This design comes from an exercise in tuning for small area, a short achievable clock period and few clock cycles per item on the open sky130 flow, not from production work.
No run shown here included a check of the RTL's function; only the layout flow was run.

==> flow/design.v, too long to show whole: its modules and the start of the top module <==
// module bcmd_fa: 10 lines
// module bcmd_xtree: 817 lines
// module bcmd_shtree: 199 lines
// module bcmd_filt: 182 lines
// module bcmd_q1tree: 318 lines
// module bcmd_ttree: 372 lines
// module bcmd_atree: 103 lines
// module bcmd_mixsum: 373 lines
// module bcmd_magtree: 137 lines
// module bcmd_integ: 168 lines
// module bcmd_target: 122 lines
// module balance_car_motor_drive: 317 lines
module balance_car_motor_drive (
  input  wire logic        clk_i,
  input  wire logic        rst_ni,
  input  wire logic        cfg_we_i,
  input  wire logic [2:0]  cfg_idx_i,
  input  wire logic [14:0] cfg_data_i,
  input  wire logic        s_axis_tvalid_i,
  output logic             s_axis_tready_o,
  input  wire logic [95:0] s_axis_tdata_i,
  output logic             m_axis_tvalid_o,
  input  wire logic        m_axis_tready_i,
  output logic [31:0]      m_axis_tdata_o
);
  // ...
==> flow/run.sh <==
#!/bin/bash
# synth_recipe.tcl (not shown) runs the flow's synth.tcl, then flattens the netlist and writes it again
# the make line also repeats each setting of config.mk as NAME=value (left out here)
make -C /OpenROAD-flow-scripts/flow DESIGN_CONFIG=/design/flow/config.mk WORK_HOME=/design/flow/orfs CLKGATE_MAP_FILE= SYNTH_SCRIPT=/design/flow/synth_recipe.tcl finish
==> flow/config.mk <==
export PLATFORM = sky130hd
export DESIGN_NAME = balance_car_motor_drive
export DESIGN_NICKNAME = balance_car_motor_drive
export VERILOG_FILES = /design/flow/design.v
export SDC_FILE = /design/flow/constraint.sdc
export NUM_CORES = 4
export LEC_CHECK = 0
export CAP_MARGIN = 20
export CORE_MARGIN = 2
export CORE_UTILIZATION = 65
export PLACE_DENSITY = 0.75
export SETUP_SLACK_MARGIN = 5
export SLEW_MARGIN = 20
export SYNTH_HIERARCHICAL = 1
export SYNTH_MINIMUM_KEEP_SIZE = 0
==> flow/constraint.sdc <==
create_clock -name core_clock -period 12.0 [get_ports {clk_i}]
set_input_delay 2.4000 -clock core_clock [delete_from_list [all_inputs] [get_ports {clk_i}]]
set_output_delay 2.4000 -clock core_clock [all_outputs]
set_load 0.01 [all_outputs]
==> summary.md, run 1 <==
| Metric | Value |
|---|---|
| Outcome | `finished clean` |
| Met3 Track Usage GR | `under 10%` |
| Chip width | `around 340 µm` |
| Max-slew violation count | `0` |
| Clock transition at path regs | `roughly 0.06 ns` |
| # Post-CTS Setup Buffers | `0` |
| Crit Path Category | `reg2reg` |
| Met1 usage | `40.5%` |
| Ports | `153` |
| Fin cells | `about 8.0k` |
| HPWL Detailed | `135 mm` |
| Synthesized area | `~74,000 µm²` |
| Multi-input logic portion of the cell area | `61.5%` |
| Number of hold violations in the final report | `0` |
| Rows | `123` |
| Cells resized by post-CTS repair | `0` |
| Placed cell count | `between 7k and 8k` |
| Synth Area in XOR/XNOR | `approximately 2.7%` |
| Vias per inst | `just over 6` |
| Root Driver | `clkbuf_16` |
| Latest clock arrival within the worst-skew pair | `just over 0.7 ns` |
| Share of cells above drive strength 1 | `7.88%` |
| Critical R2R Launch | `zint_q` |
| Clock-cell share of area | `under 10%` |
| Fmax | `between 150 and 200 MHz` |
| Most common cell after layout, fill and taps aside | `fa_1` |
| Vias | `about 49k` |
| Mean post-synth cell area | `approximately 11 µm²` |
| # hold bufs at CTS | `0` |
| Primary FF master, synth | `edfxtp_1` |
| Cell chain of the critical path | `nor2b_1 -> fa_1 -> fa_1 -> fa_1 -> ha_1 -> a21oi_1 -> nand2_1 -> a221oi_1 -> a2111oi_1 -> or2_0 -> buf_4 -> a21oi_1 -> o21ai_0 -> mux2_2` |
| Post-synth cell types | `~140` |
| Worst-margin pin slew | `roughly 1.2 ns` |
| Post-synthesis register bit count | `731` |
| Sequential cell area | `21,000 µm²` |
| GR Layer Usage met2 | `between 50 and 60%` |
| Non-clock buffers | `~180` |
| PortBufs | `roughly 140` |
==> module bcmd_mixsum, before the edit <==
module bcmd_mixsum (
  input  wire [28:0] ta,
  input  wire [28:0] tb,
  input  wire c8,
  input  wire nz,
  input  wire [19:0] bal,
  input  wire bc,
  input  wire [11:0] vl,
  input  wire [11:0] vr,
  input  wire s,
  output wire [28:0] lsum,
  output wire [28:0] rsum,
  output wire vc
);
  wire c_1 = ta[0] ^ tb[0];
  wire c_2 = ta[0] & tb[0];
  wire c_3 = bal[0] ^ c8;
  wire c_4 = bal[0] & c8;
  wire c_5, c_6;
  bcmd_fa u_c_5 (.a(ta[1]), .b(tb[1]), .c(bal[1]), .s(c_5), .co(c_6));
  wire c_7 = ta[2] ^ tb[2];
  wire c_8 = ta[2] & tb[2];
  wire c_9 = ta[3] ^ tb[3];
  wire c_10 = ta[3] & tb[3];
  wire c_11 = ta[4] ^ tb[4];
  wire c_12 = ta[4] & tb[4];
  wire c_13 = ta[5] ^ tb[5];
  wire c_14 = ta[5] & tb[5];
  wire c_15 = ta[6] ^ tb[6];
  wire c_16 = ta[6] & tb[6];
  wire c_17 = ta[7] ^ tb[7];
  wire c_18 = ta[7] & tb[7];
  wire c_19 = ta[8] ^ tb[8];
  wire c_20 = ta[8] & tb[8];
  wire c_21 = ta[9] ^ tb[9];
  wire c_22 = ta[9] & tb[9];
  wire c_23 = ta[10] ^ tb[10];
  wire c_24 = ta[10] & tb[10];
  wire c_25 = ta[11] ^ tb[11];
  wire c_26 = ta[11] & tb[11];
  wire c_27 = ta[12] ^ tb[12];
  wire c_28 = ta[12] & tb[12];
  wire c_29 = ta[13] ^ tb[13];
  wire c_30 = ta[13] & tb[13];
  wire c_31 = ta[14] ^ tb[14];
  wire c_32 = ta[14] & tb[14];
  wire c_33 = ta[15] ^ tb[15];
  wire c_34 = ta[15] & tb[15];
  wire c_35 = ta[16] ^ tb[16];
  wire c_36 = ta[16] & tb[16];
  wire c_37 = ta[17] ^ tb[17];
  wire c_38 = ta[17] & tb[17];
  wire c_39 = ta[18] ^ tb[18];
  wire c_40 = ta[18] & tb[18];
  wire c_41, c_42;
  bcmd_fa u_c_41 (.a(ta[19]), .b(tb[19]), .c(~bal[19]), .s(c_41), .co(c_42));
  wire c_43 = ta[20] ^ tb[20];
  wire c_44 = ta[20] & tb[20];
  wire c_45 = ta[21] ^ tb[21];
  wire c_46 = ta[21] & tb[21];
  wire c_47 = ta[22] ^ tb[22];
  wire c_48 = ta[22] & tb[22];
  wire c_49 = ta[23] ^ tb[23];
  wire c_50 = ta[23] & tb[23];
  wire c_51 = ta[24] ^ tb[24];
  wire c_52 = ta[24] & tb[24];
  wire c_53 = ta[25] ^ tb[25];
  wire c_54 = ta[25] & tb[25];
  wire c_55 = ta[26] ^ tb[26];
  wire c_56 = ta[26] & tb[26];
  wire c_57 = ta[27] ^ tb[27];
  wire c_58 = ta[27] & tb[27];
  wire c_59 = ta[28] ^ tb[28];
  wire c_60 = ta[28] & tb[28];
  wire c_61 = bc ^ c_1;
  wire c_62 = bc & c_1;
  wire c_63, c_64;
  bcmd_fa u_c_63 (.a(c_2), .b(c_4), .c(c_5), .s(c_63), .co(c_64));
  wire c_65, c_66;
  bcmd_fa u_c_65 (.a(bal[2]), .b(c_6), .c(c_7), .s(c_65), .co(c_66));
  wire c_67, c_68;
  bcmd_fa u_c_67 (.a(bal[3]), .b(c_8), .c(c_9), .s(c_67), .co(c_68));
  wire c_69, c_70;
  bcmd_fa u_c_69 (.a(bal[4]), .b(c_10), .c(c_11), .s(c_69), .co(c_70));
  wire c_71, c_72;
  bcmd_fa u_c_71 (.a(bal[5]), .b(c_12), .c(c_13), .s(c_71), .co(c_72));
  wire c_73, c_74;
  bcmd_fa u_c_73 (.a(bal[6]), .b(c_14), .c(c_15), .s(c_73), .co(c_74));
  wire c_75, c_76;
  bcmd_fa u_c_75 (.a(bal[7]), .b(c_16), .c(c_17), .s(c_75), .co(c_76));
  wire c_77, c_78;
  bcmd_fa u_c_77 (.a(bal[8]), .b(c_18), .c(c_19), .s(c_77), .co(c_78));
  wire c_79, c_80;
  bcmd_fa u_c_79 (.a(bal[9]), .b(c_20), .c(c_21), .s(c_79), .co(c_80));
  wire c_81, c_82;
  bcmd_fa u_c_81 (.a(bal[10]), .b(c_22), .c(c_23), .s(c_81), .co(c_82));
  wire c_83, c_84;
  bcmd_fa u_c_83 (.a(bal[11]), .b(c_24), .c(c_25), .s(c_83), .co(c_84));
  wire c_85, c_86;
  bcmd_fa u_c_85 (.a(bal[12]), .b(c_26), .c(c_27), .s(c_85), .co(c_86));
  wire c_87, c_88;
  bcmd_fa u_c_87 (.a(bal[13]), .b(c_28), .c(c_29), .s(c_87), .co(c_88));
  wire c_89, c_90;
  bcmd_fa u_c_89 (.a(bal[14]), .b(c_30), .c(c_31), .s(c_89), .co(c_90));
  wire c_91, c_92;
  bcmd_fa u_c_91 (.a(bal[15]), .b(c_32), .c(c_33), .s(c_91), .co(c_92));
  wire c_93, c_94;
  bcmd_fa u_c_93 (.a(bal[16]), .b(c_34), .c(c_35), .s(c_93), .co(c_94));
  wire c_95, c_96;
  bcmd_fa u_c_95 (.a(bal[17]), .b(c_36), .c(c_37), .s(c_95), .co(c_96));
  wire c_97, c_98;
  bcmd_fa u_c_97 (.a(bal[18]), .b(c_38), .c(c_39), .s(c_97), .co(c_98));
  wire c_99 = 1'b1 ^ c_40 ^ c_41;
  wire c_100 = (1'b1 & c_40) | (1'b1 & c_41) | (c_40 & c_41);
  wire c_101 = 1'b1 ^ c_42 ^ c_43;
  wire c_102 = (1'b1 & c_42) | (1'b1 & c_43) | (c_42 & c_43);
  wire c_103 = 1'b1 ^ c_44 ^ c_45;
  wire c_104 = (1'b1 & c_44) | (1'b1 & c_45) | (c_44 & c_45);
  wire c_105 = 1'b1 ^ c_46 ^ c_47;
  wire c_106 = (1'b1 & c_46) | (1'b1 & c_47) | (c_46 & c_47);
  wire c_107 = 1'b1 ^ c_48 ^ c_49;
  wire c_108 = (1'b1 & c_48) | (1'b1 & c_49) | (c_48 & c_49);
  wire c_109 = 1'b1 ^ c_50 ^ c_51;
  wire c_110 = (1'b1 & c_50) | (1'b1 & c_51) | (c_50 & c_51);
  wire c_111 = 1'b1 ^ c_52 ^ c_53;
  wire c_112 = (1'b1 & c_52) | (1'b1 & c_53) | (c_52 & c_53);
  wire c_113 = 1'b1 ^ c_54 ^ c_55;
  wire c_114 = (1'b1 & c_54) | (1'b1 & c_55) | (c_54 & c_55);
  wire c_115 = 1'b1 ^ c_56 ^ c_57;
  wire c_116 = (1'b1 & c_56) | (1'b1 & c_57) | (c_56 & c_57);
  wire c_117 = 1'b1 ^ c_58 ^ c_59;
  wire c_118 = (1'b1 & c_58) | (1'b1 & c_59) | (c_58 & c_59);
  wire [28:0] th = ta + tb + {28'd0, c8};
  assign vc = th[28] && nz;
  wire l_1 = c_3 ^ c_61;
  wire l_2 = c_3 & c_61;
  wire l_3 = c_62 ^ c_63;
  wire l_4 = c_62 & c_63;
  wire l_5 = c_64 ^ c_65;
  wire l_6 = c_64 & c_65;
  wire l_7 = c_66 ^ c_67;
  wire l_8 = c_66 & c_67;
  wire l_9 = c_68 ^ c_69;
  wire l_10 = c_68 & c_69;
  wire l_11 = c_70 ^ c_71;
  wire l_12 = c_70 & c_71;
  wire l_13 = c_72 ^ c_73;
  wire l_14 = c_72 & c_73;
  wire l_15 = c_74 ^ c_75;
  wire l_16 = c_74 & c_75;
  wire l_17 = c_76 ^ c_77;
  wire l_18 = c_76 & c_77;
  wire l_19 = c_78 ^ c_79;
  wire l_20 = c_78 & c_79;
  wire l_21 = c_80 ^ c_81;
  wire l_22 = c_80 & c_81;
  wire l_23, l_24;
  bcmd_fa u_l_23 (.a(c_82), .b(c_83), .c(~vl[11]), .s(l_23), .co(l_24));
  wire l_25 = c_84 ^ c_85;
  wire l_26 = c_84 & c_85;
  wire l_27 = c_86 ^ c_87;
  wire l_28 = c_86 & c_87;
  wire l_29 = c_88 ^ c_89;
  wire l_30 = c_88 & c_89;
  wire l_31 = c_90 ^ c_91;
  wire l_32 = c_90 & c_91;
  wire l_33 = c_92 ^ c_93;
  wire l_34 = c_92 & c_93;
  wire l_35 = c_94 ^ c_95;
  wire l_36 = c_94 & c_95;
  wire l_37 = c_96 ^ c_97;
  wire l_38 = c_96 & c_97;
  wire l_39 = c_98 ^ c_99;
  wire l_40 = c_98 & c_99;
  wire l_41 = c_100 ^ c_101;
  wire l_42 = c_100 & c_101;
  wire l_43 = c_102 ^ c_103;
  wire l_44 = c_102 & c_103;
  wire l_45 = c_104 ^ c_105;
  wire l_46 = c_104 & c_105;
  wire l_47 = c_106 ^ c_107;
  wire l_48 = c_106 & c_107;
  wire l_49 = c_108 ^ c_109;
  wire l_50 = c_108 & c_109;
  wire l_51 = c_110 ^ c_111;
  wire l_52 = c_110 & c_111;
  wire l_53 = c_112 ^ c_113;
  wire l_54 = c_112 & c_113;
  wire l_55 = c_114 ^ c_115;
  wire l_56 = c_114 & c_115;
  wire l_57 = c_116 ^ c_117;
  wire l_58 = c_116 & c_117;
  wire l_59 = vl[0] ^ ~s;
  wire l_60 = vl[0] & ~s;
  wire l_61, l_62;
  bcmd_fa u_l_61 (.a(vl[1]), .b(l_2), .c(l_3), .s(l_61), .co(l_62));
  wire l_63, l_64;
  bcmd_fa u_l_63 (.a(vl[2]), .b(l_4), .c(l_5), .s(l_63), .co(l_64));
  wire l_65, l_66;
  bcmd_fa u_l_65 (.a(vl[3]), .b(l_6), .c(l_7), .s(l_65), .co(l_66));
  wire l_67, l_68;
  bcmd_fa u_l_67 (.a(vl[4]), .b(l_8), .c(l_9), .s(l_67), .co(l_68));
  wire l_69, l_70;
  bcmd_fa u_l_69 (.a(vl[5]), .b(l_10), .c(l_11), .s(l_69), .co(l_70));
  wire l_71, l_72;
  bcmd_fa u_l_71 (.a(vl[6]), .b(l_12), .c(l_13), .s(l_71), .co(l_72));
  wire l_73, l_74;
  bcmd_fa u_l_73 (.a(vl[7]), .b(l_14), .c(l_15), .s(l_73), .co(l_74));
  wire l_75, l_76;
  bcmd_fa u_l_75 (.a(vl[8]), .b(l_16), .c(l_17), .s(l_75), .co(l_76));
  wire l_77, l_78;
  bcmd_fa u_l_77 (.a(vl[9]), .b(l_18), .c(l_19), .s(l_77), .co(l_78));
  wire l_79, l_80;
  bcmd_fa u_l_79 (.a(vl[10]), .b(l_20), .c(l_21), .s(l_79), .co(l_80));
  wire l_81 = 1'b1 ^ l_22 ^ l_23;
  wire l_82 = (1'b1 & l_22) | (1'b1 & l_23) | (l_22 & l_23);
  wire l_83 = 1'b1 ^ l_24 ^ l_25;
  wire l_84 = (1'b1 & l_24) | (1'b1 & l_25) | (l_24 & l_25);
  wire l_85 = 1'b1 ^ l_26 ^ l_27;
  wire l_86 = (1'b1 & l_26) | (1'b1 & l_27) | (l_26 & l_27);
  wire l_87 = 1'b1 ^ l_28 ^ l_29;
  wire l_88 = (1'b1 & l_28) | (1'b1 & l_29) | (l_28 & l_29);
  wire l_89 = 1'b1 ^ l_30 ^ l_31;
  wire l_90 = (1'b1 & l_30) | (1'b1 & l_31) | (l_30 & l_31);
  wire l_91 = 1'b1 ^ l_32 ^ l_33;
  wire l_92 = (1'b1 & l_32) | (1'b1 & l_33) | (l_32 & l_33);
  wire l_93 = 1'b1 ^ l_34 ^ l_35;
  wire l_94 = (1'b1 & l_34) | (1'b1 & l_35) | (l_34 & l_35);
  wire l_95 = 1'b1 ^ l_36 ^ l_37;
  wire l_96 = (1'b1 & l_36) | (1'b1 & l_37) | (l_36 & l_37);
  wire l_97 = 1'b1 ^ l_38 ^ l_39;
  wire l_98 = (1'b1 & l_38) | (1'b1 & l_39) | (l_38 & l_39);
  wire l_99 = 1'b1 ^ l_40 ^ l_41;
  wire l_100 = (1'b1 & l_40) | (1'b1 & l_41) | (l_40 & l_41);
  wire l_101 = 1'b1 ^ l_42 ^ l_43;
  wire l_102 = (1'b1 & l_42) | (1'b1 & l_43) | (l_42 & l_43);
  wire l_103 = 1'b1 ^ l_44 ^ l_45;
  wire l_104 = (1'b1 & l_44) | (1'b1 & l_45) | (l_44 & l_45);
  wire l_105 = 1'b1 ^ l_46 ^ l_47;
  wire l_106 = (1'b1 & l_46) | (1'b1 & l_47) | (l_46 & l_47);
  wire l_107 = 1'b1 ^ l_48 ^ l_49;
  wire l_108 = (1'b1 & l_48) | (1'b1 & l_49) | (l_48 & l_49);
  wire l_109 = 1'b1 ^ l_50 ^ l_51;
  wire l_110 = (1'b1 & l_50) | (1'b1 & l_51) | (l_50 & l_51);
  wire l_111 = 1'b1 ^ l_52 ^ l_53;
  wire l_112 = (1'b1 & l_52) | (1'b1 & l_53) | (l_52 & l_53);
  wire l_113 = 1'b1 ^ l_54 ^ l_55;
  wire l_114 = (1'b1 & l_54) | (1'b1 & l_55) | (l_54 & l_55);
  wire l_115 = 1'b1 ^ l_56 ^ l_57;
  wire l_116 = (1'b1 & l_56) | (1'b1 & l_57) | (l_56 & l_57);
  wire [28:0] l_ra = {l_114, l_112, l_110, l_108, l_106, l_104, l_102, l_100, l_98, l_96, l_94, l_92, l_90, l_88, l_86, l_84, l_82, l_80, l_78, l_76, l_74, l_72, l_70, l_68, l_66, l_64, l_62, l_60, l_1};
  wire [28:0] l_rb = {l_115, l_113, l_111, l_109, l_107, l_105, l_103, l_101, l_99, l_97, l_95, l_93, l_91, l_89, l_87, l_85, l_83, l_81, l_79, l_77, l_75, l_73, l_71, l_69, l_67, l_65, l_63, l_61, l_59};
  assign lsum = 29'(l_ra + l_rb);
  wire r_1 = c_3 ^ c_61;
  wire r_2 = c_3 & c_61;
  wire r_3 = c_62 ^ c_63;
  wire r_4 = c_62 & c_63;
  wire r_5 = c_64 ^ c_65;
  wire r_6 = c_64 & c_65;
  wire r_7 = c_66 ^ c_67;
  wire r_8 = c_66 & c_67;
  wire r_9 = c_68 ^ c_69;
  wire r_10 = c_68 & c_69;
  wire r_11 = c_70 ^ c_71;
  wire r_12 = c_70 & c_71;
  wire r_13 = c_72 ^ c_73;
  wire r_14 = c_72 & c_73;
  wire r_15 = c_74 ^ c_75;
  wire r_16 = c_74 & c_75;
  wire r_17 = c_76 ^ c_77;
  wire r_18 = c_76 & c_77;
  wire r_19 = c_78 ^ c_79;
  wire r_20 = c_78 & c_79;
  wire r_21 = c_80 ^ c_81;
  wire r_22 = c_80 & c_81;
  wire r_23, r_24;
  bcmd_fa u_r_23 (.a(c_82), .b(c_83), .c(~vr[11]), .s(r_23), .co(r_24));
  wire r_25 = c_84 ^ c_85;
  wire r_26 = c_84 & c_85;
  wire r_27 = c_86 ^ c_87;
  wire r_28 = c_86 & c_87;
  wire r_29 = c_88 ^ c_89;
  wire r_30 = c_88 & c_89;
  wire r_31 = c_90 ^ c_91;
  wire r_32 = c_90 & c_91;
  wire r_33 = c_92 ^ c_93;
  wire r_34 = c_92 & c_93;
  wire r_35 = c_94 ^ c_95;
  wire r_36 = c_94 & c_95;
  wire r_37 = c_96 ^ c_97;
  wire r_38 = c_96 & c_97;
  wire r_39 = c_98 ^ c_99;
  wire r_40 = c_98 & c_99;
  wire r_41 = c_100 ^ c_101;
  wire r_42 = c_100 & c_101;
  wire r_43 = c_102 ^ c_103;
  wire r_44 = c_102 & c_103;
  wire r_45 = c_104 ^ c_105;
  wire r_46 = c_104 & c_105;
  wire r_47 = c_106 ^ c_107;
  wire r_48 = c_106 & c_107;
  wire r_49 = c_108 ^ c_109;
  wire r_50 = c_108 & c_109;
  wire r_51 = c_110 ^ c_111;
  wire r_52 = c_110 & c_111;
  wire r_53 = c_112 ^ c_113;
  wire r_54 = c_112 & c_113;
  wire r_55 = c_114 ^ c_115;
  wire r_56 = c_114 & c_115;
  wire r_57 = c_116 ^ c_117;
  wire r_58 = c_116 & c_117;
  wire r_59 = vr[0] ^ s;
  wire r_60 = vr[0] & s;
  wire r_61, r_62;
  bcmd_fa u_r_61 (.a(vr[1]), .b(r_2), .c(r_3), .s(r_61), .co(r_62));
  wire r_63, r_64;
  bcmd_fa u_r_63 (.a(vr[2]), .b(r_4), .c(r_5), .s(r_63), .co(r_64));
  wire r_65, r_66;
  bcmd_fa u_r_65 (.a(vr[3]), .b(r_6), .c(r_7), .s(r_65), .co(r_66));
  wire r_67, r_68;
  bcmd_fa u_r_67 (.a(vr[4]), .b(r_8), .c(r_9), .s(r_67), .co(r_68));
  wire r_69, r_70;
  bcmd_fa u_r_69 (.a(vr[5]), .b(r_10), .c(r_11), .s(r_69), .co(r_70));
  wire r_71, r_72;
  bcmd_fa u_r_71 (.a(vr[6]), .b(r_12), .c(r_13), .s(r_71), .co(r_72));
  wire r_73, r_74;
  bcmd_fa u_r_73 (.a(vr[7]), .b(r_14), .c(r_15), .s(r_73), .co(r_74));
  wire r_75, r_76;
  bcmd_fa u_r_75 (.a(vr[8]), .b(r_16), .c(r_17), .s(r_75), .co(r_76));
  wire r_77, r_78;
  bcmd_fa u_r_77 (.a(vr[9]), .b(r_18), .c(r_19), .s(r_77), .co(r_78));
  wire r_79, r_80;
  bcmd_fa u_r_79 (.a(vr[10]), .b(r_20), .c(r_21), .s(r_79), .co(r_80));
  wire r_81 = 1'b1 ^ r_22 ^ r_23;
  wire r_82 = (1'b1 & r_22) | (1'b1 & r_23) | (r_22 & r_23);
  wire r_83 = 1'b1 ^ r_24 ^ r_25;
  wire r_84 = (1'b1 & r_24) | (1'b1 & r_25) | (r_24 & r_25);
  wire r_85 = 1'b1 ^ r_26 ^ r_27;
  wire r_86 = (1'b1 & r_26) | (1'b1 & r_27) | (r_26 & r_27);
  wire r_87 = 1'b1 ^ r_28 ^ r_29;
  wire r_88 = (1'b1 & r_28) | (1'b1 & r_29) | (r_28 & r_29);
  wire r_89 = 1'b1 ^ r_30 ^ r_31;
  wire r_90 = (1'b1 & r_30) | (1'b1 & r_31) | (r_30 & r_31);
  wire r_91 = 1'b1 ^ r_32 ^ r_33;
  wire r_92 = (1'b1 & r_32) | (1'b1 & r_33) | (r_32 & r_33);
  wire r_93 = 1'b1 ^ r_34 ^ r_35;
  wire r_94 = (1'b1 & r_34) | (1'b1 & r_35) | (r_34 & r_35);
  wire r_95 = 1'b1 ^ r_36 ^ r_37;
  wire r_96 = (1'b1 & r_36) | (1'b1 & r_37) | (r_36 & r_37);
  wire r_97 = 1'b1 ^ r_38 ^ r_39;
  wire r_98 = (1'b1 & r_38) | (1'b1 & r_39) | (r_38 & r_39);
  wire r_99 = 1'b1 ^ r_40 ^ r_41;
  wire r_100 = (1'b1 & r_40) | (1'b1 & r_41) | (r_40 & r_41);
  wire r_101 = 1'b1 ^ r_42 ^ r_43;
  wire r_102 = (1'b1 & r_42) | (1'b1 & r_43) | (r_42 & r_43);
  wire r_103 = 1'b1 ^ r_44 ^ r_45;
  wire r_104 = (1'b1 & r_44) | (1'b1 & r_45) | (r_44 & r_45);
  wire r_105 = 1'b1 ^ r_46 ^ r_47;
  wire r_106 = (1'b1 & r_46) | (1'b1 & r_47) | (r_46 & r_47);
  wire r_107 = 1'b1 ^ r_48 ^ r_49;
  wire r_108 = (1'b1 & r_48) | (1'b1 & r_49) | (r_48 & r_49);
  wire r_109 = 1'b1 ^ r_50 ^ r_51;
  wire r_110 = (1'b1 & r_50) | (1'b1 & r_51) | (r_50 & r_51);
  wire r_111 = 1'b1 ^ r_52 ^ r_53;
  wire r_112 = (1'b1 & r_52) | (1'b1 & r_53) | (r_52 & r_53);
  wire r_113 = 1'b1 ^ r_54 ^ r_55;
  wire r_114 = (1'b1 & r_54) | (1'b1 & r_55) | (r_54 & r_55);
  wire r_115 = 1'b1 ^ r_56 ^ r_57;
  wire r_116 = (1'b1 & r_56) | (1'b1 & r_57) | (r_56 & r_57);
  wire [28:0] r_ra = {r_114, r_112, r_110, r_108, r_106, r_104, r_102, r_100, r_98, r_96, r_94, r_92, r_90, r_88, r_86, r_84, r_82, r_80, r_78, r_76, r_74, r_72, r_70, r_68, r_66, r_64, r_62, r_60, r_1};
  wire [28:0] r_rb = {r_115, r_113, r_111, r_109, r_107, r_105, r_103, r_101, r_99, r_97, r_95, r_93, r_91, r_89, r_87, r_85, r_83, r_81, r_79, r_77, r_75, r_73, r_71, r_69, r_67, r_65, r_63, r_61, r_59};
  assign rsum = 29'(r_ra + r_rb);
endmodule
==> module balance_car_motor_drive, before the edit <==
module balance_car_motor_drive (
  input  wire logic        clk_i,
  input  wire logic        rst_ni,
  input  wire logic        cfg_we_i,
  input  wire logic [2:0]  cfg_idx_i,
  input  wire logic [14:0] cfg_data_i,
  input  wire logic        s_axis_tvalid_i,
  output logic             s_axis_tready_o,
  input  wire logic [95:0] s_axis_tdata_i,
  output logic             m_axis_tvalid_o,
  input  wire logic        m_axis_tready_i,
  output logic [31:0]      m_axis_tdata_o
);
  logic [9:0]  bkp_q, vkp_q, vki_q;
  logic [13:0] bkd_q;
  logic [12:0] pwm_lim_q;
  logic [14:0] int_lim_q;
  logic [7:0]  drv_spd_q;
  logic [5:0]  trn_lim_q;
  always_ff @(posedge clk_i or negedge rst_ni) begin
    if (!rst_ni) begin
      bkp_q     <= 10'd340;
      bkd_q     <= 14'd4096;
      vkp_q     <= 10'd80;
      vki_q     <= 10'd102;
      pwm_lim_q <= 13'd7000;
      int_lim_q <= 15'd6000;
      drv_spd_q <= 8'd20;
      trn_lim_q <= 6'd30;
    end else if (cfg_we_i) begin
      unique case (cfg_idx_i)
        3'd0: bkp_q     <= cfg_data_i[9:0];
        3'd1: bkd_q     <= cfg_data_i[13:0];
        3'd2: vkp_q     <= cfg_data_i[9:0];
        3'd3: vki_q     <= cfg_data_i[9:0];
        3'd4: pwm_lim_q <= cfg_data_i[12:0];
        3'd5: int_lim_q <= cfg_data_i[14:0];
        3'd6: drv_spd_q <= cfg_data_i[7:0];
        3'd7: trn_lim_q <= cfg_data_i[5:0];
        default: ;
      endcase
    end
  end
  logic v1_q, v2_q, v3_q, v4_q, v5_q, v6_q;
  logic ovalid_q, svalid_q, tready_q;
  logic [27:0] odata_q, sdata_q;
  logic adv, acc_in;
  assign adv    = !svalid_q;
  assign acc_in = s_axis_tvalid_i && adv;
  logic fwd_q;
  logic dec_fwd, dec_back;
  logic [7:0] in_cmd;
  assign in_cmd = s_axis_tdata_i[91:84];
  always_comb begin
    dec_fwd  = fwd_q;
    dec_back = s_axis_tdata_i[92];
    if (in_cmd[7]) begin
      if (in_cmd[5]) begin
        dec_fwd  = 1'b1;
        dec_back = 1'b0;
      end
      if (in_cmd[4]) begin
        dec_fwd  = 1'b0;
        dec_back = 1'b1;
      end
    end else begin
      dec_fwd  = 1'b0;
      dec_back = 1'b0;
    end
  end
  logic [16:0] s1_angle;
  logic [18:0] s1_rate;
  logic [15:0] s1_yaw, s1_lcnt, s1_rcnt;
  logic        s1_mneg, s1_mpos, s1_turn, s1_tl, s1_gate, s1_stop;
  always_ff @(posedge clk_i) begin
    if (adv) begin
      s1_angle <= s_axis_tdata_i[16:0];
      s1_rate  <= s_axis_tdata_i[35:17];
      s1_yaw   <= (dec_fwd || dec_back) ? s_axis_tdata_i[51:36] : 16'd0;
      s1_lcnt  <= s_axis_tdata_i[67:52];
      s1_rcnt  <= s_axis_tdata_i[83:68];
      s1_mneg  <= dec_fwd && !dec_back;
      s1_mpos  <= dec_back && !dec_fwd;
      s1_turn  <= in_cmd[3];
      s1_tl    <= in_cmd[1];
      s1_gate  <= s_axis_tdata_i[94] && !s_axis_tdata_i[93];
      s1_stop  <= s_axis_tdata_i[93];
    end
  end
  logic [35:0] st1_xa, st1_xb;
  logic [15:0] st1_sh;
  logic [16:0] st1_sum;
  bcmd_xtree u_xtree (.a(s1_angle), .r(s1_rate), .kp(bkp_q), .kd(bkd_q),
                      .xan(st1_xa), .xbn(st1_xb));
  bcmd_shtree u_shtree (.l(s1_lcnt), .r(s1_rcnt), .sh(st1_sh));
  assign st1_sum = {s1_lcnt[15], s1_lcnt} + {s1_rcnt[15], s1_rcnt};
  logic [35:0] s2_xa, s2_xb;
  logic [15:0] s2_sh;
  logic        s2_slnz;
  logic [9:0]  s2_stepl;
  logic [15:0] s2_yaw;
  logic        s2_mneg, s2_mpos, s2_turn, s2_tl, s2_gate, s2_stop;
  always_ff @(posedge clk_i) begin
    if (adv) begin
      s2_xa    <= st1_xa;
      s2_xb    <= st1_xb;
      s2_sh    <= st1_sh;
      s2_slnz  <= st1_sum[7:0] != 8'd0;
      s2_stepl <= bcmd_pkg::step_of(st1_sum);
      s2_yaw   <= s1_yaw;
      s2_mneg  <= s1_mneg;
      s2_mpos  <= s1_mpos;
      s2_turn  <= s1_turn;
      s2_tl    <= s1_tl;
      s2_gate  <= s1_gate;
      s2_stop  <= s1_stop;
    end
  end
  logic [17:0] filt_t_q;
  logic        filt_c_q;
  logic [15:0] target_q;
  logic        started_q;
  logic [9:0]  stepv_q;
  logic [17:0] st2_tn;
  bcmd_filt u_filt (.t(filt_t_q), .c2(filt_c_q), .sh(s2_sh), .tn(st2_tn));
  logic [9:0]  st2_step;
  logic [15:0] st2_target;
  assign st2_step = started_q ? stepv_q : s2_stepl;
  bcmd_target u_target (.tg(target_q), .step(st2_step), .tl(s2_tl), .turn(s2_turn),
                        .lim(trn_lim_q), .target(st2_target));
  logic [35:0] st2_x;
  assign st2_x = ~s2_xa + ~s2_xb;
  always_ff @(posedge clk_i or negedge rst_ni) begin
    if (!rst_ni) begin
      filt_t_q  <= '0;
      filt_c_q  <= 1'b0;
      target_q  <= '0;
      started_q <= 1'b0;
    end else if (adv && v2_q) begin
      filt_t_q  <= st2_tn;
      filt_c_q  <= st2_tn[17] && s2_slnz;
      target_q  <= st2_target;
      started_q <= s2_turn;
    end
  end
  always_ff @(posedge clk_i) begin
    if (adv && v2_q) stepv_q <= st2_step;
  end
  logic [19:0] s3_bal;
  logic        s3_bc;
  logic [15:0] s3_yaw;
  logic        s3_mneg, s3_mpos, s3_gate, s3_stop;
  always_ff @(posedge clk_i) begin
    if (adv) begin
      s3_bal  <= st2_x[35:16];
      s3_bc   <= st2_x[35] && (st2_x[15:0] != 16'd0);
      s3_yaw  <= s2_yaw;
      s3_mneg <= s2_mneg;
      s3_mpos <= s2_mpos;
      s3_gate <= s2_gate;
      s3_stop <= s2_stop;
    end
  end
  logic [15:0] integ_q;
  logic        zint_q;
  logic [15:0] st3_integ;
  bcmd_integ u_integ (.ig(integ_q), .z(zint_q), .t(filt_t_q), .c2(filt_c_q), .mneg(s3_mneg),
                      .mpos(s3_mpos), .spd(drv_spd_q), .lim(int_lim_q), .integ(st3_integ));
  always_ff @(posedge clk_i or negedge rst_ni) begin
    if (!rst_ni) begin
      integ_q <= '0;
      zint_q  <= 1'b0;
    end else if (adv && v3_q) begin
      integ_q <= st3_integ;
      zint_q  <= s3_stop;
    end
  end
  logic [28:0] st3_qa, st3_qb;
  bcmd_q1tree u_q1 (.t(filt_t_q), .c2(filt_c_q), .k(vkp_q), .qa(st3_qa), .qb(st3_qb));
  logic        st3_s, st3_cz;
  logic [15:0] st3_xs;
  bcmd_atree u_atree (.yaw(s3_yaw), .tg(target_q), .s(st3_s), .xs(st3_xs), .cz(st3_cz));
  logic [19:0] s4_bal;
  logic        s4_bc;
  logic [28:0] s4_qa, s4_qb;
  logic [15:0] s4_xs;
  logic        s4_cz, s4_s, s4_gate;
  always_ff @(posedge clk_i) begin
    if (adv) begin
      s4_bal  <= s3_bal;
      s4_bc   <= s3_bc;
      s4_qa   <= st3_qa;
      s4_qb   <= st3_qb;
      s4_xs   <= st3_xs;
      s4_cz   <= st3_cz;
      s4_s    <= st3_s;
      s4_gate <= s3_gate;
    end
  end
  logic [28:0] st4_ta, st4_tb;
  logic        st4_c8, st4_nz;
  logic [10:0] st4_mag;
  bcmd_ttree u_ttree (.qa(s4_qa), .qb(s4_qb), .ig(integ_q), .k(vki_q), .ta(st4_ta), .tb(st4_tb),
                      .c8(st4_c8), .nz(st4_nz));
  bcmd_magtree u_mag (.xs(s4_xs), .cz(s4_cz), .mag(st4_mag));
  logic [19:0] s5_bal;
  logic        s5_bc;
  logic [28:0] s5_ta, s5_tb;
  logic        s5_c8, s5_nz;
  logic [11:0] s5_vl, s5_vr;
  logic        s5_s, s5_gate;
  always_ff @(posedge clk_i) begin
    if (adv) begin
      s5_bal  <= s4_bal;
      s5_bc   <= s4_bc;
      s5_ta   <= st4_ta;
      s5_tb   <= st4_tb;
      s5_c8   <= st4_c8;
      s5_nz   <= st4_nz;
      s5_vl   <= {1'b0, st4_mag} ^ {12{~s4_s}};
      s5_vr   <= {1'b0, st4_mag} ^ {12{s4_s}};
      s5_s    <= s4_s;
      s5_gate <= s4_gate;
    end
  end
  logic [28:0] st5_l, st5_r;
  logic        st5_vc;
  bcmd_mixsum u_mix (.ta(s5_ta), .tb(s5_tb), .c8(s5_c8), .nz(s5_nz), .bal(s5_bal), .bc(s5_bc),
                     .vl(s5_vl), .vr(s5_vr), .s(s5_s), .lsum(st5_l), .rsum(st5_r), .vc(st5_vc));
  logic [28:0] s6_l, s6_r;
  logic        s6_vc, s6_gate;
  always_ff @(posedge clk_i) begin
    if (adv) begin
      s6_l    <= st5_l;
      s6_r    <= st5_r;
      s6_vc   <= st5_vc;
      s6_gate <= s5_gate;
    end
  end
  function automatic logic [13:0] drive(input logic [28:0] v0, input logic vc,
                                        input logic [12:0] pl, input logic on);
    logic [13:0] lo1;
    logic [12:0] lo;
    logic        co, h0, hm1, hm2, is0, ism1, neg;
    logic [13:0] lp;
    lo1  = {1'b0, v0[12:0]} + {13'd0, vc};
    lo   = lo1[12:0];
    co   = lo1[13];
    h0   = v0[28:13] == 16'h0000;
    hm1  = v0[28:13] == 16'hffff;
    hm2  = v0[28:13] == 16'hfffe;
    is0  = co ? hm1 : h0;
    ism1 = co ? hm2 : hm1;
    neg  = v0[28] && !(co && hm1);
    lp   = {1'b0, lo} + {1'b0, pl};
    if (!on) begin
      drive = {1'b1, 13'd0};
    end else if (is0) begin
      drive[12:0] = (lo > pl) ? pl : lo;
      drive[13]   = (lo == 13'd0) || (pl == 13'd0);
    end else if (ism1) begin
      drive[12:0] = lp[13] ? -lo : pl;
      drive[13]   = 1'b1;
    end else begin
      drive[12:0] = pl;
      drive[13]   = neg || (pl == 13'd0);
    end
  endfunction
  logic [27:0] st6_res;
  assign st6_res = {drive(s6_r, s6_vc, pwm_lim_q, s6_gate), drive(s6_l, s6_vc, pwm_lim_q, s6_gate)};
  logic exit_v, take;
  assign exit_v = v6_q && adv;
  assign take   = ovalid_q && m_axis_tready_i;
  always_ff @(posedge clk_i or negedge rst_ni) begin
    if (!rst_ni) begin
      fwd_q    <= 1'b0;
      v1_q     <= 1'b0;
      v2_q     <= 1'b0;
      v3_q     <= 1'b0;
      v4_q     <= 1'b0;
      v5_q     <= 1'b0;
      v6_q     <= 1'b0;
      ovalid_q <= 1'b0;
      svalid_q <= 1'b0;
      tready_q <= 1'b1;
    end else begin
      if (acc_in) fwd_q <= dec_fwd;
      if (adv) begin
        v1_q <= acc_in;
        v2_q <= v1_q;
        v3_q <= v2_q;
        v4_q <= v3_q;
        v5_q <= v4_q;
        v6_q <= v5_q;
      end
      if (!ovalid_q || take) begin
        ovalid_q <= svalid_q || exit_v;
        svalid_q <= 1'b0;
        tready_q <= 1'b1;
      end else if (exit_v) begin
        svalid_q <= 1'b1;
        tready_q <= 1'b0;
      end
    end
  end
  always_ff @(posedge clk_i) begin
    if (!ovalid_q || take) begin
      odata_q <= svalid_q ? sdata_q : st6_res;
    end
    if (!svalid_q) begin
      sdata_q <= st6_res;
    end
  end
  assign s_axis_tready_o = tready_q;
  assign m_axis_tvalid_o = ovalid_q;
  assign m_axis_tdata_o  = {4'd0, odata_q};
endmodule
==> run 2, diff against run 1 <==
--- a/flow/design.v
+++ b/flow/design.v
@@ -2276,10 +2276,15 @@
   input  wire [19:0] bal,
   input  wire bc,
-  input  wire [11:0] vl,
-  input  wire [11:0] vr,
+  input  wire [10:0] mag,
   input  wire s,
-  output wire [28:0] lsum,
-  output wire [28:0] rsum,
-  output wire vc
+  output wire vc,
+  output wire hp1,
+  output wire h0,
+  output wire hm1,
+  output wire hm2,
+  output wire hm3,
+  output wire hneg,
+  output wire [15:0] lsl,
+  output wire [15:0] rsl
 );
   wire c_1 = ta[0] ^ tb[0];
@@ -2403,4 +2408,13 @@
   wire [28:0] th = ta + tb + {28'd0, c8};
   assign vc = th[28] && nz;
+  wire [15:0] h = {c_116, c_114, c_112, c_110, c_108, c_106, c_104, c_102, c_100, c_98, c_96, c_94, c_92, c_90, c_88, c_86} + {c_117, c_115, c_113, c_111, c_109, c_107, c_105, c_103, c_101, c_99, c_97, c_95, c_93, c_91, c_89, c_87};
+  assign hp1 = h == 16'h0001;
+  assign h0  = h == 16'h0000;
+  assign hm1 = h == 16'hffff;
+  assign hm2 = h == 16'hfffe;
+  assign hm3 = h == 16'hfffd;
+  assign hneg = h[15];
+  wire [11:0] vl = {1'b0, mag} ^ {12{~s}};
+  wire [11:0] vr = {1'b0, mag} ^ {12{s}};
   wire l_1 = c_3 ^ c_61;
   wire l_2 = c_3 & c_61;
@@ -2429,97 +2443,35 @@
   wire l_25 = c_84 ^ c_85;
   wire l_26 = c_84 & c_85;
-  wire l_27 = c_86 ^ c_87;
-  wire l_28 = c_86 & c_87;
-  wire l_29 = c_88 ^ c_89;
-  wire l_30 = c_88 & c_89;
-  wire l_31 = c_90 ^ c_91;
-  wire l_32 = c_90 & c_91;
-  wire l_33 = c_92 ^ c_93;
-  wire l_34 = c_92 & c_93;
-  wire l_35 = c_94 ^ c_95;
-  wire l_36 = c_94 & c_95;
-  wire l_37 = c_96 ^ c_97;
-  wire l_38 = c_96 & c_97;
-  wire l_39 = c_98 ^ c_99;
-  wire l_40 = c_98 & c_99;
-  wire l_41 = c_100 ^ c_101;
-  wire l_42 = c_100 & c_101;
-  wire l_43 = c_102 ^ c_103;
-  wire l_44 = c_102 & c_103;
-  wire l_45 = c_104 ^ c_105;
-  wire l_46 = c_104 & c_105;
-  wire l_47 = c_106 ^ c_107;
-  wire l_48 = c_106 & c_107;
-  wire l_49 = c_108 ^ c_109;
-  wire l_50 = c_108 & c_109;
-  wire l_51 = c_110 ^ c_111;
-  wire l_52 = c_110 & c_111;
-  wire l_53 = c_112 ^ c_113;
-  wire l_54 = c_112 & c_113;
-  wire l_55 = c_114 ^ c_115;
-  wire l_56 = c_114 & c_115;
-  wire l_57 = c_116 ^ c_117;
-  wire l_58 = c_116 & c_117;
-  wire l_59 = vl[0] ^ ~s;
-  wire l_60 = vl[0] & ~s;
-  wire l_61, l_62;
-  bcmd_fa u_l_61 (.a(vl[1]), .b(l_2), .c(l_3), .s(l_61), .co(l_62));
-  wire l_63, l_64;
-  bcmd_fa u_l_63 (.a(vl[2]), .b(l_4), .c(l_5), .s(l_63), .co(l_64));
-  wire l_65, l_66;
-  bcmd_fa u_l_65 (.a(vl[3]), .b(l_6), .c(l_7), .s(l_65), .co(l_66));
-  wire l_67, l_68;
-  bcmd_fa u_l_67 (.a(vl[4]), .b(l_8), .c(l_9), .s(l_67), .co(l_68));
-  wire l_69, l_70;
-  bcmd_fa u_l_69 (.a(vl[5]), .b(l_10), .c(l_11), .s(l_69), .co(l_70));
-  wire l_71, l_72;
-  bcmd_fa u_l_71 (.a(vl[6]), .b(l_12), .c(l_13), .s(l_71), .co(l_72));
-  wire l_73, l_74;
-  bcmd_fa u_l_73 (.a(vl[7]), .b(l_14), .c(l_15), .s(l_73), .co(l_74));
-  wire l_75, l_76;
-  bcmd_fa u_l_75 (.a(vl[8]), .b(l_16), .c(l_17), .s(l_75), .co(l_76));
-  wire l_77, l_78;
-  bcmd_fa u_l_77 (.a(vl[9]), .b(l_18), .c(l_19), .s(l_77), .co(l_78));
-  wire l_79, l_80;
-  bcmd_fa u_l_79 (.a(vl[10]), .b(l_20), .c(l_21), .s(l_79), .co(l_80));
-  wire l_81 = 1'b1 ^ l_22 ^ l_23;
-  wire l_82 = (1'b1 & l_22) | (1'b1 & l_23) | (l_22 & l_23);
-  wire l_83 = 1'b1 ^ l_24 ^ l_25;
-  wire l_84 = (1'b1 & l_24) | (1'b1 & l_25) | (l_24 & l_25);
-  wire l_85 = 1'b1 ^ l_26 ^ l_27;
-  wire l_86 = (1'b1 & l_26) | (1'b1 & l_27) | (l_26 & l_27);
-  wire l_87 = 1'b1 ^ l_28 ^ l_29;
-  wire l_88 = (1'b1 & l_28) | (1'b1 & l_29) | (l_28 & l_29);
-  wire l_89 = 1'b1 ^ l_30 ^ l_31;
-  wire l_90 = (1'b1 & l_30) | (1'b1 & l_31) | (l_30 & l_31);
-  wire l_91 = 1'b1 ^ l_32 ^ l_33;
-  wire l_92 = (1'b1 & l_32) | (1'b1 & l_33) | (l_32 & l_33);
-  wire l_93 = 1'b1 ^ l_34 ^ l_35;
-  wire l_94 = (1'b1 & l_34) | (1'b1 & l_35) | (l_34 & l_35);
-  wire l_95 = 1'b1 ^ l_36 ^ l_37;
-  wire l_96 = (1'b1 & l_36) | (1'b1 & l_37) | (l_36 & l_37);
-  wire l_97 = 1'b1 ^ l_38 ^ l_39;
-  wire l_98 = (1'b1 & l_38) | (1'b1 & l_39) | (l_38 & l_39);
-  wire l_99 = 1'b1 ^ l_40 ^ l_41;
-  wire l_100 = (1'b1 & l_40) | (1'b1 & l_41) | (l_40 & l_41);
-  wire l_101 = 1'b1 ^ l_42 ^ l_43;
-  wire l_102 = (1'b1 & l_42) | (1'b1 & l_43) | (l_42 & l_43);
-  wire l_103 = 1'b1 ^ l_44 ^ l_45;
-  wire l_104 = (1'b1 & l_44) | (1'b1 & l_45) | (l_44 & l_45);
-  wire l_105 = 1'b1 ^ l_46 ^ l_47;
-  wire l_106 = (1'b1 & l_46) | (1'b1 & l_47) | (l_46 & l_47);
-  wire l_107 = 1'b1 ^ l_48 ^ l_49;
-  wire l_108 = (1'b1 & l_48) | (1'b1 & l_49) | (l_48 & l_49);
-  wire l_109 = 1'b1 ^ l_50 ^ l_51;
-  wire l_110 = (1'b1 & l_50) | (1'b1 & l_51) | (l_50 & l_51);
-  wire l_111 = 1'b1 ^ l_52 ^ l_53;
-  wire l_112 = (1'b1 & l_52) | (1'b1 & l_53) | (l_52 & l_53);
-  wire l_113 = 1'b1 ^ l_54 ^ l_55;
-  wire l_114 = (1'b1 & l_54) | (1'b1 & l_55) | (l_54 & l_55);
-  wire l_115 = 1'b1 ^ l_56 ^ l_57;
-  wire l_116 = (1'b1 & l_56) | (1'b1 & l_57) | (l_56 & l_57);
-  wire [28:0] l_ra = {l_114, l_112, l_110, l_108, l_106, l_104, l_102, l_100, l_98, l_96, l_94, l_92, l_90, l_88, l_86, l_84, l_82, l_80, l_78, l_76, l_74, l_72, l_70, l_68, l_66, l_64, l_62, l_60, l_1};
-  wire [28:0] l_rb = {l_115, l_113, l_111, l_109, l_107, l_105, l_103, l_101, l_99, l_97, l_95, l_93, l_91, l_89, l_87, l_85, l_83, l_81, l_79, l_77, l_75, l_73, l_71, l_69, l_67, l_65, l_63, l_61, l_59};
-  assign lsum = 29'(l_ra + l_rb);
+  wire l_27 = vl[0] ^ ~s;
+  wire l_28 = vl[0] & ~s;
+  wire l_29, l_30;
+  bcmd_fa u_l_29 (.a(vl[1]), .b(l_2), .c(l_3), .s(l_29), .co(l_30));
+  wire l_31, l_32;
+  bcmd_fa u_l_31 (.a(vl[2]), .b(l_4), .c(l_5), .s(l_31), .co(l_32));
+  wire l_33, l_34;
+  bcmd_fa u_l_33 (.a(vl[3]), .b(l_6), .c(l_7), .s(l_33), .co(l_34));
+  wire l_35, l_36;
+  bcmd_fa u_l_35 (.a(vl[4]), .b(l_8), .c(l_9), .s(l_35), .co(l_36));
+  wire l_37, l_38;
+  bcmd_fa u_l_37 (.a(vl[5]), .b(l_10), .c(l_11), .s(l_37), .co(l_38));
+  wire l_39, l_40;
+  bcmd_fa u_l_39 (.a(vl[6]), .b(l_12), .c(l_13), .s(l_39), .co(l_40));
+  wire l_41, l_42;
+  bcmd_fa u_l_41 (.a(vl[7]), .b(l_14), .c(l_15), .s(l_41), .co(l_42));
+  wire l_43, l_44;
+  bcmd_fa u_l_43 (.a(vl[8]), .b(l_16), .c(l_17), .s(l_43), .co(l_44));
+  wire l_45, l_46;
+  bcmd_fa u_l_45 (.a(vl[9]), .b(l_18), .c(l_19), .s(l_45), .co(l_46));
+  wire l_47, l_48;
+  bcmd_fa u_l_47 (.a(vl[10]), .b(l_20), .c(l_21), .s(l_47), .co(l_48));
+  wire l_49 = 1'b1 ^ l_22 ^ l_23;
+  wire l_50 = (1'b1 & l_22) | (1'b1 & l_23) | (l_22 & l_23);
+  wire l_51 = 1'b1 ^ l_24 ^ l_25;
+  wire l_52 = (1'b1 & l_24) | (1'b1 & l_25) | (l_24 & l_25);
+  wire l_53 = 1'b1 ^ l_26;
+  wire l_54 = 1'b1 & l_26;
+  wire [15:0] l_ra = {1'b1, 1'b1, l_52, l_50, l_48, l_46, l_44, l_42, l_40, l_38, l_36, l_34, l_32, l_30, l_28, l_1};
+  wire [15:0] l_rb = {1'b0, l_54, l_53, l_51, l_49, l_47, l_45, l_43, l_41, l_39, l_37, l_35, l_33, l_31, l_29, l_27};
+  assign lsl = 16'(l_ra + l_rb);
   wire r_1 = c_3 ^ c_61;
   wire r_2 = c_3 & c_61;
@@ -2548,97 +2500,35 @@
   wire r_25 = c_84 ^ c_85;
   wire r_26 = c_84 & c_85;
-  wire r_27 = c_86 ^ c_87;
-  wire r_28 = c_86 & c_87;
-  wire r_29 = c_88 ^ c_89;
-  wire r_30 = c_88 & c_89;
-  wire r_31 = c_90 ^ c_91;
-  wire r_32 = c_90 & c_91;
-  wire r_33 = c_92 ^ c_93;
-  wire r_34 = c_92 & c_93;
-  wire r_35 = c_94 ^ c_95;
-  wire r_36 = c_94 & c_95;
-  wire r_37 = c_96 ^ c_97;
-  wire r_38 = c_96 & c_97;
-  wire r_39 = c_98 ^ c_99;
-  wire r_40 = c_98 & c_99;
-  wire r_41 = c_100 ^ c_101;
-  wire r_42 = c_100 & c_101;
-  wire r_43 = c_102 ^ c_103;
-  wire r_44 = c_102 & c_103;
-  wire r_45 = c_104 ^ c_105;
-  wire r_46 = c_104 & c_105;
-  wire r_47 = c_106 ^ c_107;
-  wire r_48 = c_106 & c_107;
-  wire r_49 = c_108 ^ c_109;
-  wire r_50 = c_108 & c_109;
-  wire r_51 = c_110 ^ c_111;
-  wire r_52 = c_110 & c_111;
-  wire r_53 = c_112 ^ c_113;
-  wire r_54 = c_112 & c_113;
-  wire r_55 = c_114 ^ c_115;
-  wire r_56 = c_114 & c_115;
-  wire r_57 = c_116 ^ c_117;
-  wire r_58 = c_116 & c_117;
-  wire r_59 = vr[0] ^ s;
-  wire r_60 = vr[0] & s;
-  wire r_61, r_62;
-  bcmd_fa u_r_61 (.a(vr[1]), .b(r_2), .c(r_3), .s(r_61), .co(r_62));
-  wire r_63, r_64;
-  bcmd_fa u_r_63 (.a(vr[2]), .b(r_4), .c(r_5), .s(r_63), .co(r_64));
-  wire r_65, r_66;
-  bcmd_fa u_r_65 (.a(vr[3]), .b(r_6), .c(r_7), .s(r_65), .co(r_66));
-  wire r_67, r_68;
-  bcmd_fa u_r_67 (.a(vr[4]), .b(r_8), .c(r_9), .s(r_67), .co(r_68));
-  wire r_69, r_70;
-  bcmd_fa u_r_69 (.a(vr[5]), .b(r_10), .c(r_11), .s(r_69), .co(r_70));
-  wire r_71, r_72;
-  bcmd_fa u_r_71 (.a(vr[6]), .b(r_12), .c(r_13), .s(r_71), .co(r_72));
-  wire r_73, r_74;
-  bcmd_fa u_r_73 (.a(vr[7]), .b(r_14), .c(r_15), .s(r_73), .co(r_74));
-  wire r_75, r_76;
-  bcmd_fa u_r_75 (.a(vr[8]), .b(r_16), .c(r_17), .s(r_75), .co(r_76));
-  wire r_77, r_78;
-  bcmd_fa u_r_77 (.a(vr[9]), .b(r_18), .c(r_19), .s(r_77), .co(r_78));
-  wire r_79, r_80;
-  bcmd_fa u_r_79 (.a(vr[10]), .b(r_20), .c(r_21), .s(r_79), .co(r_80));
-  wire r_81 = 1'b1 ^ r_22 ^ r_23;
-  wire r_82 = (1'b1 & r_22) | (1'b1 & r_23) | (r_22 & r_23);
-  wire r_83 = 1'b1 ^ r_24 ^ r_25;
-  wire r_84 = (1'b1 & r_24) | (1'b1 & r_25) | (r_24 & r_25);
-  wire r_85 = 1'b1 ^ r_26 ^ r_27;
-  wire r_86 = (1'b1 & r_26) | (1'b1 & r_27) | (r_26 & r_27);
-  wire r_87 = 1'b1 ^ r_28 ^ r_29;
-  wire r_88 = (1'b1 & r_28) | (1'b1 & r_29) | (r_28 & r_29);
-  wire r_89 = 1'b1 ^ r_30 ^ r_31;
-  wire r_90 = (1'b1 & r_30) | (1'b1 & r_31) | (r_30 & r_31);
-  wire r_91 = 1'b1 ^ r_32 ^ r_33;
-  wire r_92 = (1'b1 & r_32) | (1'b1 & r_33) | (r_32 & r_33);
-  wire r_93 = 1'b1 ^ r_34 ^ r_35;
-  wire r_94 = (1'b1 & r_34) | (1'b1 & r_35) | (r_34 & r_35);
-  wire r_95 = 1'b1 ^ r_36 ^ r_37;
-  wire r_96 = (1'b1 & r_36) | (1'b1 & r_37) | (r_36 & r_37);
-  wire r_97 = 1'b1 ^ r_38 ^ r_39;
-  wire r_98 = (1'b1 & r_38) | (1'b1 & r_39) | (r_38 & r_39);
-  wire r_99 = 1'b1 ^ r_40 ^ r_41;
-  wire r_100 = (1'b1 & r_40) | (1'b1 & r_41) | (r_40 & r_41);
-  wire r_101 = 1'b1 ^ r_42 ^ r_43;
-  wire r_102 = (1'b1 & r_42) | (1'b1 & r_43) | (r_42 & r_43);
-  wire r_103 = 1'b1 ^ r_44 ^ r_45;
-  wire r_104 = (1'b1 & r_44) | (1'b1 & r_45) | (r_44 & r_45);
-  wire r_105 = 1'b1 ^ r_46 ^ r_47;
-  wire r_106 = (1'b1 & r_46) | (1'b1 & r_47) | (r_46 & r_47);
-  wire r_107 = 1'b1 ^ r_48 ^ r_49;
-  wire r_108 = (1'b1 & r_48) | (1'b1 & r_49) | (r_48 & r_49);
-  wire r_109 = 1'b1 ^ r_50 ^ r_51;
-  wire r_110 = (1'b1 & r_50) | (1'b1 & r_51) | (r_50 & r_51);
-  wire r_111 = 1'b1 ^ r_52 ^ r_53;
-  wire r_112 = (1'b1 & r_52) | (1'b1 & r_53) | (r_52 & r_53);
-  wire r_113 = 1'b1 ^ r_54 ^ r_55;
-  wire r_114 = (1'b1 & r_54) | (1'b1 & r_55) | (r_54 & r_55);
-  wire r_115 = 1'b1 ^ r_56 ^ r_57;
-  wire r_116 = (1'b1 & r_56) | (1'b1 & r_57) | (r_56 & r_57);
-  wire [28:0] r_ra = {r_114, r_112, r_110, r_108, r_106, r_104, r_102, r_100, r_98, r_96, r_94, r_92, r_90, r_88, r_86, r_84, r_82, r_80, r_78, r_76, r_74, r_72, r_70, r_68, r_66, r_64, r_62, r_60, r_1};
-  wire [28:0] r_rb = {r_115, r_113, r_111, r_109, r_107, r_105, r_103, r_101, r_99, r_97, r_95, r_93, r_91, r_89, r_87, r_85, r_83, r_81, r_79, r_77, r_75, r_73, r_71, r_69, r_67, r_65, r_63, r_61, r_59};
-  assign rsum = 29'(r_ra + r_rb);
+  wire r_27 = vr[0] ^ s;
+  wire r_28 = vr[0] & s;
+  wire r_29, r_30;
+  bcmd_fa u_r_29 (.a(vr[1]), .b(r_2), .c(r_3), .s(r_29), .co(r_30));
+  wire r_31, r_32;
+  bcmd_fa u_r_31 (.a(vr[2]), .b(r_4), .c(r_5), .s(r_31), .co(r_32));
+  wire r_33, r_34;
+  bcmd_fa u_r_33 (.a(vr[3]), .b(r_6), .c(r_7), .s(r_33), .co(r_34));
+  wire r_35, r_36;
+  bcmd_fa u_r_35 (.a(vr[4]), .b(r_8), .c(r_9), .s(r_35), .co(r_36));
+  wire r_37, r_38;
+  bcmd_fa u_r_37 (.a(vr[5]), .b(r_10), .c(r_11), .s(r_37), .co(r_38));
+  wire r_39, r_40;
+  bcmd_fa u_r_39 (.a(vr[6]), .b(r_12), .c(r_13), .s(r_39), .co(r_40));
+  wire r_41, r_42;
+  bcmd_fa u_r_41 (.a(vr[7]), .b(r_14), .c(r_15), .s(r_41), .co(r_42));
+  wire r_43, r_44;
+  bcmd_fa u_r_43 (.a(vr[8]), .b(r_16), .c(r_17), .s(r_43), .co(r_44));
+  wire r_45, r_46;
+  bcmd_fa u_r_45 (.a(vr[9]), .b(r_18), .c(r_19), .s(r_45), .co(r_46));
+  wire r_47, r_48;
+  bcmd_fa u_r_47 (.a(vr[10]), .b(r_20), .c(r_21), .s(r_47), .co(r_48));
+  wire r_49 = 1'b1 ^ r_22 ^ r_23;
+  wire r_50 = (1'b1 & r_22) | (1'b1 & r_23) | (r_22 & r_23);
+  wire r_51 = 1'b1 ^ r_24 ^ r_25;
+  wire r_52 = (1'b1 & r_24) | (1'b1 & r_25) | (r_24 & r_25);
+  wire r_53 = 1'b1 ^ r_26;
+  wire r_54 = 1'b1 & r_26;
+  wire [15:0] r_ra = {1'b1, 1'b1, r_52, r_50, r_48, r_46, r_44, r_42, r_40, r_38, r_36, r_34, r_32, r_30, r_28, r_1};
+  wire [15:0] r_rb = {1'b0, r_54, r_53, r_51, r_49, r_47, r_45, r_43, r_41, r_39, r_37, r_35, r_33, r_31, r_29, r_27};
+  assign rsl = 16'(r_ra + r_rb);
 endmodule
 module bcmd_magtree (
@@ -3280,5 +3170,5 @@
   logic [28:0] s5_ta, s5_tb;
   logic        s5_c8, s5_nz;
-  logic [11:0] s5_vl, s5_vr;
+  logic [10:0] s5_mag;
   logic        s5_s, s5_gate;
   always_ff @(posedge clk_i) begin
@@ -3290,39 +3180,48 @@
       s5_c8   <= st4_c8;
       s5_nz   <= st4_nz;
-      s5_vl   <= {1'b0, st4_mag} ^ {12{~s4_s}};
-      s5_vr   <= {1'b0, st4_mag} ^ {12{s4_s}};
+      s5_mag  <= st4_mag;
       s5_s    <= s4_s;
       s5_gate <= s4_gate;
     end
   end
-  logic [28:0] st5_l, st5_r;
-  logic        st5_vc;
+  logic        st5_vc, st5_hp1, st5_h0, st5_hm1, st5_hm2, st5_hm3, st5_hneg;
+  logic [15:0] st5_lsl, st5_rsl;
   bcmd_mixsum u_mix (.ta(s5_ta), .tb(s5_tb), .c8(s5_c8), .nz(s5_nz), .bal(s5_bal), .bc(s5_bc),
-                     .vl(s5_vl), .vr(s5_vr), .s(s5_s), .lsum(st5_l), .rsum(st5_r), .vc(st5_vc));
-  logic [28:0] s6_l, s6_r;
-  logic        s6_vc, s6_gate;
+                     .mag(s5_mag), .s(s5_s), .vc(st5_vc), .hp1(st5_hp1), .h0(st5_h0),
+                     .hm1(st5_hm1), .hm2(st5_hm2), .hm3(st5_hm3), .hneg(st5_hneg),
+                     .lsl(st5_lsl), .rsl(st5_rsl));
+  logic [15:0] s6_lsl, s6_rsl;
+  logic        s6_vc, s6_hp1, s6_h0, s6_hm1, s6_hm2, s6_hm3, s6_hneg, s6_gate;
   always_ff @(posedge clk_i) begin
     if (adv) begin
-      s6_l    <= st5_l;
-      s6_r    <= st5_r;
+      s6_lsl  <= st5_lsl;
+      s6_rsl  <= st5_rsl;
       s6_vc   <= st5_vc;
+      s6_hp1  <= st5_hp1;
+      s6_h0   <= st5_h0;
+      s6_hm1  <= st5_hm1;
+      s6_hm2  <= st5_hm2;
+      s6_hm3  <= st5_hm3;
+      s6_hneg <= st5_hneg;
       s6_gate <= s5_gate;
     end
   end
-  function automatic logic [13:0] drive(input logic [28:0] v0, input logic vc,
+  function automatic logic [13:0] drive(input logic [15:0] sl, input logic vc,
+                                        input logic hp1, input logic h0, input logic hm1,
+                                        input logic hm2, input logic hm3, input logic hneg,
                                         input logic [12:0] pl, input logic on);
     logic [13:0] lo1;
     logic [12:0] lo;
-    logic        co, h0, hm1, hm2, is0, ism1, neg;
+    logic [2:0]  c;
+    logic        is0, ism1, neg;
     logic [13:0] lp;
-    lo1  = {1'b0, v0[12:0]} + {13'd0, vc};
+    lo1  = {1'b0, sl[12:0]} + {13'd0, vc};
     lo   = lo1[12:0];
-    co   = lo1[13];
-    h0   = v0[28:13] == 16'h0000;
-    hm1  = v0[28:13] == 16'hffff;
-    hm2  = v0[28:13] == 16'hfffe;
-    is0  = co ? hm1 : h0;
-    ism1 = co ? hm2 : hm1;
-    neg  = v0[28] && !(co && hm1);
+    c    = sl[15:13] + {2'd0, lo1[13]};
+    is0  = (c == 3'b111 && hp1) || (c == 3'b000 && h0) || (c == 3'b001 && hm1) ||
+           (c == 3'b010 && hm2);
+    ism1 = (c == 3'b111 && h0) || (c == 3'b000 && hm1) || (c == 3'b001 && hm2) ||
+           (c == 3'b010 && hm3);
+    neg  = hneg && !(hm1 && c == 3'b010);
     lp   = {1'b0, lo} + {1'b0, pl};
     if (!on) begin
@@ -3340,5 +3239,8 @@
   endfunction
   logic [27:0] st6_res;
-  assign st6_res = {drive(s6_r, s6_vc, pwm_lim_q, s6_gate), drive(s6_l, s6_vc, pwm_lim_q, s6_gate)};
+  assign st6_res = {drive(s6_rsl, s6_vc, s6_hp1, s6_h0, s6_hm1, s6_hm2, s6_hm3, s6_hneg,
+                          pwm_lim_q, s6_gate),
+                    drive(s6_lsl, s6_vc, s6_hp1, s6_h0, s6_hm1, s6_hm2, s6_hm3, s6_hneg,
+                          pwm_lim_q, s6_gate)};
   logic exit_v, take;
   assign exit_v = v6_q && adv;
==> run 2 against run 1 <==
  * Worst setup slack worse by 0.33 ns
  * Register-to-register slack lost 0.33 ns
  * Critical path type unchanged
==> summary.md, run 2 <==
| Metric | Value |
|---|---|
| Placed cell count | `7,496 (-4.5%)` |
| R2R cell count | `13` |
| Primary FF master, synth | `edfxtp_1` |
| Number of hold violations in the final report | `0 (unchanged)` |
| Root Driver | `clkbuf_16` |
| Largest net degree at the start of global routing | `180` |
| Chip width | `334 µm (-1.9%)` |
| Vias | `47.2k (-4.3%)` |
| Rows | `121 (-1.6%)` |
| Cells resized by post-CTS repair | `0 (unchanged)` |
| Initial Util | `between 60% and 70%` |
| Vias per inst | `6.18 (+0.23%)` |
| Clock transition at path regs | `0.06 ns (about the same)` |
| Fin cells | `7,651 (-4.6%)` |
| HPWL Detailed | `130 mm (-3.7%)` |
| Share of cells above drive strength 1 | `7.57% (-0.31 points)` |
| RSZ-0062 raised after global routing | `no` |
| Cell chain of the critical path | `nor2b_1 -> fa_1 -> fa_1 -> fa_1 -> ha_1 -> nand4b_1 -> nand2_1 -> a221oi_1 -> a2111oi_1 -> or2_0 -> a21oi_1 -> a221o_1 -> mux2_2` |
| Crit Path Category | `reg2reg` |
| Outcome | `finished clean` |
| Most common cell after layout, fill and taps aside | `fa_1` |
| CTS Sinks | `between 600 and 700` |
| Sequential cell area | `20,000 µm² (-4.6%)` |
| Tot GR Track Use | `between 30 and 40%` |
| Post-synthesis register bit count | `699 (-4.4%)` |
| Post-synth cell types | `131 (-7.7%)` |
| Top-count cell post-synth | `fa_1` |
| Worst-margin pin slew | `1.13 ns (-0.0601 ns)` |
| Fmax | `181 MHz (-5.9%)` |
| Final Cycle Share | `a little under half` |
| Final Wtd Congestion | `roughly 0.93` |
| Synthesized area | `70,800 µm² (-3.9%)` |
| MaxCap Viol Count | `0` |
| Max-slew violation count | `0 (unchanged)` |
| # hold bufs at CTS | `0 (unchanged)` |
| # Post-CTS Setup Buffers | `0 (unchanged)` |
| TritonCTS clock tree | `done` |
| Latest clock arrival within the worst-skew pair | `0.68 ns (-0.03 ns)` |
| DRT iter0 DRCs | `approximately 3.6k` |
| Commonest cells after routing, fill and taps aside | `fa_1, nand2_1, ha_1` |
| Avg WL per Cell | `between 20 and 25 µm` |
| Mean post-synth cell area | `11.3 µm² (+0.64%)` |
| Area Growth Syn to Fin | `5.32%` |
| PortBufs | `144 (unchanged)` |
| Data required time at the worst endpoint | `roughly 13 ns` |
| Ports | `153 (unchanged)` |
## run 2: cell count changes after synthesis, sizes merged, moves of 22 or more
cell	delta
a211oi	-22
buf	-30
edfxtp	-32
inv	-69
nor2	-24
o211ai	-25
## run 2: worst paths after layout
check	from	endpoint	slack, ns
worst max-delay path	zint_q	integ_q[12]	6.47
worst min-delay path	s1_turn	s2_turn	0.41
worst max register to register	zint_q	integ_q[12]	6.47
worst min register to register	s1_turn	s2_turn	0.41
max in group asynchronous	rst_ni	target_q[15]	9.09
min in group asynchronous	rst_ni	filt_t_q[14]	1.70
## run 2: worst max-delay path, delay by kind of cell, from the launching register on
family / cells / cell delay, ns
multiplexers: 1 / 0.26
adder cells (fa/ha/maj): 4 / 1.91
AO/OA/AOI/OAI: 4 / 1.35
AND/OR/NAND/NOR: 4 / 1.17
flip-flops: 1 / 0.73
## run 2: kinds of logic after synthesis
kind of cell,share of synthesized area (%)
AOI/OAI and AO/OA,9.04
xor gates and xnor gates,2.97
muxes,2.68
and+or+nand+nor,12.2
other,0.0265
DFF,28.2
buffers and inverters,6.60
adders and majority gates,38.3
## run 2: Yosys stat by module (local to each module, per instance)
| module | flops+latches | copies in the design |
|---|---|---|
| bcmd_fa | 0 | 943 |
| bcmd_xtree | 0 | 1 |
| bcmd_filt | 0 | 1 |
| bcmd_ttree | 0 | 1 |
| balance_car_motor_drive | 699 | 1 |
| bcmd_q1tree | 0 | 1 |
| bcmd_integ | 0 | 1 |
| bcmd_magtree | 0 | 1 |
| bcmd_shtree | 0 | 1 |
| bcmd_mixsum | 0 | 1 |
| bcmd_atree | 0 | 1 |
| bcmd_target | 0 | 1 |
## run 2: metal layers
| layer | track usage (%) | part of all wire, % | vias to the layer above |
|---|---|---|---|
| met4 | 12.1 | 4.0 | 0 |
| met3 | 5.67 | 7.1 | 438 |
| met1 | 40.9 | 41 | 23800 |
| met5 | 0 | 0 | - |
| met2 | 52.3 | 48 | 1928 |
| li1 | - | - | 21100 |
## run 2: layout make-up
cell class | instances | share of cell area, %
multi-input combinational | 4666 | 62.0
sequential | 699 | 26.8
clock buffer | 103 | 3.03
inverter | 534 | 2.69
tap | 1414 | 2.37
timing repair buffer | 183 | 2.36
clock inverter | 51 | 0.704
antenna | 1 | 0.00335
## run 2: stage by stage
step	hold WS [ns]	util (%)	setup slack, ns	cell area (µm²)
3_5_place_dp	0.405	66.2	6.70	71800
4_1_cts	0.416	68.8	6.67	74600
5_1_grt	0.423	68.8	6.22	74600
2_1_floorplan	0.400	-	3.34	70900
3_3_place_gp	0.401	66.2	6.74	71800
6_report	0.411	68.8	6.47	74600

## what the ideal ports hide
How much do the figures lean on ideal ports? The routed layouts below were timed once more, with nothing changed but the port constraints. Step 1 assumes that a clkbuf_16 drives the clock port and a buf_2 every other input. Step 2, shift: input delay + t, output delay - t, t = (earliest + latest rising clock arrival at the registers) / 2. This alone moves slack from input paths to output paths. Three values: ideal, step 1, step 2; two values: the first two.
| run | shift t [ns] | setup WS [ns] | hold slack, ns | worst slew at a driven data input, ns |
|---|---|---|---|---|
| run 1 | 0.768 | 6.797 / 6.797 / 6.797 | 0.407 / 0.407 / 0.407 | 0.10 |
| run 2 | 0.744 | 6.469 / 6.469 / 6.469 | 0.411 / 0.411 / 0.411 | 0.10 |
After both steps every run listed still meets setup and hold.
